This design comes from an exercise in tuning for small area, a short achievable clock period and few clock cycles per item on the open sky130 flow, not from production work.
No functional check of the RTL was part of this run.
Power and IR drop assume default switching activity.

`flow/run.sh`:
```
#!/bin/bash
# Standard layout, with plain buffers on the ports and footprint-free resizing.
set -euo pipefail
bash standard.sh MATCH_CELL_FOOTPRINT=0 "BUFFER_PORTS_ARGS=-buffer_cell sky130_fd_sc_hd__buf_1" finish > make_finish.log 2>&1
```
`standard.sh`:
```
#!/bin/bash
# synth_recipe.tcl (not shown) runs the flow's synth.tcl, then flattens the netlist and writes it again
# the make line also repeats each setting of config.mk as NAME=value (left out here)
make -C /OpenROAD-flow-scripts/flow DESIGN_CONFIG=/design/flow/config.mk WORK_HOME=/design/flow/orfs CLKGATE_MAP_FILE= SYNTH_SCRIPT=/design/flow/synth_recipe.tcl "${@:-finish}"
```
`config.mk`:
```
export PLATFORM = sky130hd
export DESIGN_NAME = pkt_lkp_top
export DESIGN_NICKNAME = pkt_lkp_top
export VERILOG_FILES = /design/flow/design.v
export SDC_FILE = /design/flow/constraint.sdc
export NUM_CORES = 4
export LEC_CHECK = 0
export CAP_MARGIN = 20
export CORE_MARGIN = 2
export CORE_UTILIZATION = 40
export SETUP_SLACK_MARGIN = 2.0
export SLEW_MARGIN = 20
export TNS_END_PERCENT = 100
```
`constraint.sdc`:
```
create_clock -name core_clock -period 4.0 [get_ports {clk}]
set_input_delay 0.8000 -clock core_clock [delete_from_list [all_inputs] [get_ports {clk}]]
set_output_delay 0.8000 -clock core_clock [all_outputs]
set_load 0.01 [all_outputs]
```
`design.v`:
```
`timescale 1ns/1ps
package pkt_lkp_pkg;
    localparam int LKP_INFO_W     = 20;
    localparam int ODR_ID_W       = 3;
    localparam int PAYLOAD_W      = 64;
    localparam int REQ_ID_W       = 10;
    localparam int ROB_DEPTH      = 8;
    localparam int ROB_IDX_W      = 3;
    localparam int LKP_FIFO_DEPTH = 4;
    localparam int LKP_FIFO_IDX_W = 2;
    localparam int PKT_META_W     = 1 + LKP_INFO_W + ODR_ID_W + 1;
    localparam int LKP_REQ_W      = LKP_INFO_W + REQ_ID_W;
    typedef logic [LKP_INFO_W-1:0] lkp_info_t;
    typedef logic [ODR_ID_W-1:0]   odr_id_t;
    typedef logic [PAYLOAD_W-1:0]  payload_t;
    typedef logic [REQ_ID_W-1:0]   req_id_t;
    typedef logic [ROB_IDX_W-1:0]  rob_idx_t;
    typedef struct packed {
        logic      lkp_en;
        lkp_info_t lkp_info;
        odr_id_t   odr_id;
        logic      so;
    } pkt_meta_t;
    typedef struct packed {
        lkp_info_t info;
        req_id_t   req_id;
    } lkp_req_t;
    typedef struct packed {
        lkp_info_t rslt;
        odr_id_t   odr_id;
        logic      so;
        payload_t  payload;
    } out_pkt_t;
endpackage
`timescale 1ns/1ps
module pkt_lkp_top
(
    input  logic      clk,
    input  logic      rst_i,
    input  logic      b2c_pkt_vld_i,
    input  logic      b2c_pkt_lkp_en_i,
    input  pkt_lkp_pkg::lkp_info_t b2c_pkt_lkp_info_i,
    input  pkt_lkp_pkg::odr_id_t   b2c_pkt_odr_id_i,
    input  logic      b2c_pkt_so_i,
    input  pkt_lkp_pkg::payload_t  b2c_pkt_payload_i,
    output logic      c2b_pkt_rdy_o,
    output logic      c2a_lkp_vld_o,
    output pkt_lkp_pkg::lkp_info_t c2a_lkp_info_o,
    output pkt_lkp_pkg::req_id_t   c2a_lkp_req_id_o,
    input  logic      a2c_lkp_rdy_i,
    input  logic      a2c_lkp_rsp_vld_i,
    input  pkt_lkp_pkg::req_id_t   a2c_lkp_rsp_id_i,
    input  pkt_lkp_pkg::lkp_info_t a2c_lkp_rslt_i,
    output logic      c2d_pkt_vld_o,
    output pkt_lkp_pkg::lkp_info_t c2d_pkt_lkp_rslt_o,
    output pkt_lkp_pkg::odr_id_t   c2d_pkt_odr_id_o,
    output logic      c2d_pkt_so_o,
    output pkt_lkp_pkg::payload_t  c2d_pkt_payload_o,
    input  logic      d2c_pkt_rdy_i
);
    localparam int N      = 4;
    localparam int IW     = 2;
    localparam int TW     = IW + 1;
    localparam int RW     = pkt_lkp_pkg::LKP_INFO_W;
    localparam int DW     = pkt_lkp_pkg::ODR_ID_W + 1 + pkt_lkp_pkg::PAYLOAD_W;
    logic [IW-1:0] head_q, tail_q, head_inc, tail_inc;
    logic          head_w_q, tail_w_q;
    logic [TW-1:0] head_tag, tail_tag;
    logic          full_q, full_d;
    logic          rdy_q;
    logic          accept, load;
    logic          slots_busy;
    assign head_inc = (head_q == IW'(N-1)) ? '0 : head_q + 1'b1;
    assign tail_inc = (tail_q == IW'(N-1)) ? '0 : tail_q + 1'b1;
    assign head_tag = {head_w_q, head_q};
    assign tail_tag = {tail_w_q, tail_q};
    assign slots_busy = full_q || (head_q != tail_q);
    logic          req_push;
    logic          req_block_d;
    assign c2b_pkt_rdy_o = rdy_q;
    assign accept        = b2c_pkt_vld_i && rdy_q;
    assign req_push      = accept && b2c_pkt_lkp_en_i;
    logic          req_vld_q, req_vld_d;
    logic [RW-1:0] req_info_q;
    logic [TW-1:0] req_tag_q;
    assign c2a_lkp_vld_o    = req_vld_q || (b2c_pkt_vld_i && b2c_pkt_lkp_en_i && rdy_q);
    assign c2a_lkp_info_o   = req_vld_q ? req_info_q : b2c_pkt_lkp_info_i;
    assign c2a_lkp_req_id_o = pkt_lkp_pkg::REQ_ID_W'(req_vld_q ? req_tag_q : tail_tag);
    always_comb
    begin
        req_vld_d = req_vld_q;
        if (req_push)
            req_vld_d = !a2c_lkp_rdy_i;
        else if (a2c_lkp_rdy_i)
            req_vld_d = 1'b0;
    end
    assign req_block_d = req_vld_d;
    always_ff @(posedge clk)
    begin
        if (rst_i)
            req_vld_q <= 1'b0;
        else
            req_vld_q <= req_vld_d;
    end
    always_ff @(posedge clk)
    begin
        if (req_push)
        begin
            req_info_q <= b2c_pkt_lkp_info_i;
            req_tag_q  <= tail_tag;
        end
    end
    logic [DW-1:0] data_q [N];
    logic [RW-1:0] rslt_q [N];
    logic [N-1:0]  lkp_q;
    logic [N-1:0]  done_q;
    logic [IW-1:0] rsp_idx;
    logic          head_done;
    logic          head_rsp;
    logic          out_rsp;
    logic          slot_rsp;
    logic          out_full_q, out_done_q, out_full_d, out_done_d;
    logic [TW-1:0] out_tag_q;
    logic          out_free;
    logic          vld_d;
    assign rsp_idx   = a2c_lkp_rsp_id_i[IW-1:0];
    assign head_done = done_q[head_q];
    assign head_rsp  = a2c_lkp_rsp_vld_i && (a2c_lkp_rsp_id_i[TW-1:0] == head_tag);
    assign out_rsp   = a2c_lkp_rsp_vld_i && out_full_q && !out_done_q &&
                       (a2c_lkp_rsp_id_i[TW-1:0] == out_tag_q);
    assign slot_rsp  = a2c_lkp_rsp_vld_i && !out_rsp;
    assign out_free  = !out_full_q || (c2d_pkt_vld_o && d2c_pkt_rdy_i);
    assign load      = out_free && slots_busy;
    always_ff @(posedge clk)
    begin
        if (accept)
        begin
            data_q[tail_q] <= {b2c_pkt_odr_id_i, b2c_pkt_so_i, b2c_pkt_payload_i};
            lkp_q[tail_q]  <= b2c_pkt_lkp_en_i;
        end
        if (slot_rsp)
            rslt_q[rsp_idx] <= a2c_lkp_rslt_i;
    end
    always_comb
    begin
        full_d = full_q;
        if (accept && !load)
            full_d = (tail_inc == head_q);
        else if (load && !accept)
            full_d = 1'b0;
    end
    always_ff @(posedge clk)
    begin
        if (rst_i)
        begin
            head_q   <= '0;
            tail_q   <= '0;
            head_w_q <= 1'b0;
            tail_w_q <= 1'b0;
            full_q   <= 1'b0;
            rdy_q    <= 1'b0;
            done_q   <= '0;
        end
        else
        begin
            full_q <= full_d;
            rdy_q  <= !full_d && !req_block_d;
            if (slot_rsp)
                done_q[rsp_idx] <= 1'b1;
            if (load)
            begin
                done_q[head_q] <= 1'b0;
                head_q         <= head_inc;
                if (head_q == IW'(N-1))
                    head_w_q <= !head_w_q;
            end
            if (accept)
            begin
                done_q[tail_q] <= !b2c_pkt_lkp_en_i;
                tail_q         <= tail_inc;
                if (tail_q == IW'(N-1))
                    tail_w_q <= !tail_w_q;
            end
        end
    end
    logic [RW-1:0] out_rslt;
    assign out_rslt = (load && head_done) ? (rslt_q[head_q] & {RW{lkp_q[head_q]}}) : a2c_lkp_rslt_i;
    always_comb
    begin
        out_full_d = out_full_q;
        out_done_d = out_done_q;
        if (load)
        begin
            out_full_d = 1'b1;
            out_done_d = head_done || head_rsp;
        end
        else
        begin
            if (c2d_pkt_vld_o && d2c_pkt_rdy_i)
                out_full_d = 1'b0;
            if (out_rsp)
                out_done_d = 1'b1;
        end
    end
    assign vld_d = out_full_d && out_done_d;
    always_ff @(posedge clk)
    begin
        if (rst_i)
        begin
            out_full_q    <= 1'b0;
            out_done_q    <= 1'b0;
            c2d_pkt_vld_o <= 1'b0;
        end
        else
        begin
            out_full_q    <= out_full_d;
            out_done_q    <= out_done_d;
            c2d_pkt_vld_o <= vld_d;
        end
    end
    always_ff @(posedge clk)
    begin
        if (load)
        begin
            out_tag_q <= head_tag;
            {c2d_pkt_odr_id_o, c2d_pkt_so_o, c2d_pkt_payload_o} <= data_q[head_q];
        end
        if (load || out_rsp)
            c2d_pkt_lkp_rslt_o <= out_rslt;
    end
endmodule
```
==> key figures <==
Status
  • Run status: finished clean

Power
  • Combinational share of power: 0.184
  • Cell-internal power: 0.0103 W
  • Power Dens Cells: 637 mW/mm^2
  • Sequential cell fraction of total power: 0.476
  • Switching Fraction: 0.262
  • Static Leakage: 6.94 nW
  • Clock Power Share: 0.340
  • P_sw: 0.00365 W
  • VDD IR max: 0.524 mV

Worst setup path
  • Reg2reg end: c2d_pkt_odr_id_o[0]
  • Crit path from: req_vld_q
  • Worst R2R Setup Slack: 1.97 ns
  • Startpoint Class: flop
  • Crit path arrival time: 1.56 ns
  • CP max FO: 13
  • CP Capture Type: primary output
  • Reg2Reg Depth: 4
  • Worst r2r src: head_q[1]
  • Crit path kind: reg -> out
  • CP required: 3.20 ns
  • Worst setup path endpoint: c2a_lkp_info_o[14]

Global routing
  • Global-route wire length before repair: 56.7 mm
  • GRT Overall Usage: 0.163
  • Initial antenna violation count: 2
  • Vias in the first global route: 9236
  • GRT Residual Overflow: 0
  • Largest net degree at the start of global routing: 69

Synth
  • Ys flop type: edfxtp_1
  • Share of the synthesized area in the top cell type: 0.782
  • Area contributors post-synth: edfxtp_1 (78%), mux4_2 (11%), dfxtp_1 (2.0%)
  • Register area share after synthesis: 0.802
  • Synth warn: 1
  • Most numerous cell in the Yosys netlist: edfxtp_1
  • Top cells by count, synth: edfxtp_1 (470), mux4_2 (90), nand2_1 (36)
  • Post-synth EDFFs: 470
  • FF+latch count, synth: 488
  • Mapped Area: 0.0180 mm^2
  • Async SR Flop Fraction: 0
  • Dominant cell type by area after synthesis: edfxtp_1
  • Synth Instances: 826
  • Syn_area_per_cell: 21.8 um^2
  • Unique cell type count in the Yosys netlist: 40

Clock tree
  • Clk pin slew, worst setup/hold paths: 0.06 ns
  • CTS tree: done
  • Clk buf depth: 3
  • CTS Buf Count: 52
  • CTS Sinks: 488
  • Worst-Skew Late Latency: 0.58 ns
  • # hold bufs at CTS: 0
  • CTS H-Tree Depth: 2
  • Root buf cell: clkbuf_16

Layout
  • Diode count: 0
  • Final #Nets: 1255
  • Layout cells sized above 1: 0.235
  • Layout area overhead: 21.5%

Route
  • Initial DRT Pass Iterations: 5
  • DR vias: 8772
  • Total length of routed wires: 37.8 mm
  • WL/cell: 21.6 um
  • Via-per-instance ratio: 5.01
  • Post-route ant nets: 0
  • Drt drc: 0
  • DR iter-0 viols: 532

Timing
  • Slew Viols, Final: 0
  • Final WS setup: 1.64 ns
  • Clock Skew: 0.0157 ns
  • Worst-margin pin slew: 1.04 ns
  • Final total negative setup slack: 0 ns
  • Final setup vio count: 0
  • Fin crit period: 2.36 ns
  • RSZ-0062 raised after global routing: yes
  • Final Hold Viols: 0
  • Max-slew headroom: 0.307
  • Max Fclk: 424 MHz
  • Part of the cycle the worst path needs: 0.590

Place
  • Post-detail-place hpwl: 20.1 mm
  • Pre-CTS setup slack: 0.979 ns
  • I/O Buffers: 231
  • GP Congestion: 0.742

Min path
  • Hold/Removal Path Class: in -> reg
  • Worst hold path stage count: 2

Flow run
  • Max-cap viol count: 0

Floorplan
  • Ports: 246
  • Initial Utilization: 0.406
  • Die X: 216 um
  • Row cnt: 77
  • Core Footprint: 0.0444 mm^2
  • Die area: 0.0468 mm^2
  • Chip height: 216 um
flip-flops by register name (all words and copies together) (netlist names), 2 cells and up, named ones only:
| register | cells |
|---|---|
| c2d_pkt_payload_o | 64 |
| tail_q | 2 |
| req_info_q | 20 |
| head_q | 2 |
| lkp_q | 4 |
| c2d_pkt_odr_id_o | 3 |
| req_tag_q | 3 |
| done_q | 4 |
| rslt_q | 80 |
| c2d_pkt_lkp_rslt_o | 20 |
| data_q | 272 |
| out_tag_q | 3 |
final cells by class:
class | instances | area, um^2
fillers | 3671 | 22500
flip-flops and latches | 488 | 14500
multi-input cells | 293 | 3540
clock buffers | 68 | 1390
repair buffers | 266 | 1350
well taps | 592 | 741
clock inverters | 26 | 299
inverters | 18 | 97.6
repair inverters | 1 | 8.76
worst min path at each step:
| stage | startpoint | to | slack (ns) |
|---|---|---|---|
| after floorplan | tail_w_q | req_tag_q[2] | 0.45 |
| after global placement | tail_w_q | req_tag_q[2] | 0.47 |
| after detailed placement | tail_w_q | req_tag_q[2] | 0.47 |
| after CTS | a2c_lkp_rdy_i | req_vld_q | 0.36 |
| after global routing | b2c_pkt_lkp_info_i[10] | req_info_q[10] | 0.41 |
| final | a2c_lkp_rdy_i | req_vld_q | 0.42 |
cells in the final DEF (no fill, tap or decap), drive strengths merged, types with 2 or more instances in the layout:
cell type	count
nor3	5
o21ai	26
o31ai	3
and3	10
ha	10
conb	7
xnor2	9
nand3	6
clkinv	15
nor2b	6
buf	257
dfxtp	18
edfxtp	470
nor2	11
xor2	3
and2	3
nand2b	22
a41oi	3
clkinvlp	4
o32ai	2
o221ai	4
a21oi	7
nand2	36
inv	19
mux2	21
clkbuf	77
mux4	90
bufinv	7
logic make-up after synthesis:
kind of cell / after synthesis / synth area share
flops: 488 / 0.802
mux: 111 / 0.125
simple gates: 93 / 0.0253
buf+inv: 59 / 0.0155
compound gates: 52 / 0.0184
xor+xnor: 12 / 0.00583
fa+ha+maj: 10 / 0.00694
other cells: 1 / 0.000208
repair_timing:
item,4_1_cts,5_1_grt
buffers inserted,20,4
resized for setup,48,11
cloned,8,1
setup endpoints to repair,442,169
pin swaps,5,1
per-stage QoR:
step | utilization | instance area, um^2 | instances | total power [W] | hold slack (ns)
3_5_place_dp | 0.444 | 19700 | 1625 | 0.00914 | 0.467
5_1_grt | 0.494 | 21900 | 1752 | 0.0146 | 0.405
6_report | 0.494 | 21900 | 1752 | 0.0140 | 0.416
3_3_place_gp | 0.444 | 19700 | 1625 | 0.00912 | 0.469
4_1_cts | 0.491 | 21800 | 1747 | 0.0142 | 0.364
2_1_floorplan | - | 18200 | 832 | 0.00827 | 0.447
critical path, cell delays in order, from the launching register on:
cell and delay (ns):
dfxtp_4 0.37, buf_12 0.14, mux2_2 0.34, buf_1 0.13
power by group through the flow:
stage	Clock (W)	Sequential (W)	Combinational [W]
after floorplan	0	0.00684	0.00143
after global placement	0	0.00683	0.00229
after detailed placement	0	0.00683	0.00231
after CTS	0.00488	0.00666	0.00262
after global routing	0.00506	0.00671	0.00280
final	0.00475	0.00665	0.00256
layer usage:
layer,global-route usage,routed length (um),vias to the layer above,share of wire
met5,0,29,-,0.00077
met3,0.0518,2850,64,0.075
met4,0.0541,819,4,0.022
met2,0.258,18100,242,0.48
met1,0.215,16100,4501,0.42
li1,-,-,3961,-

[static timing again, ports no longer ideal]
How much do the figures lean on ideal ports? The routed layout below was timed once more, with nothing changed but the port constraints.
Step 1, drivers: a clkbuf_16 drives clk and a buf_2 each remaining input, both assumed.
Step 2 times the ports against the registers' clock, not the clock port: input delays grow and output delays shrink by t, the midpoint of the rising clock arrivals with the driver on.
Slacks: ideal / step 1 / step 2; pairs: ideal / step 1.
t (ns): 0.625
setup WS [ns]: 1.639 / 1.590 / 1.373
worst slew at a driven data input, ns: 0.10
After both steps setup and hold are still met in this run. The setup slack of this run moves by -0.049 ns with the drivers and by -0.266 ns with both steps.
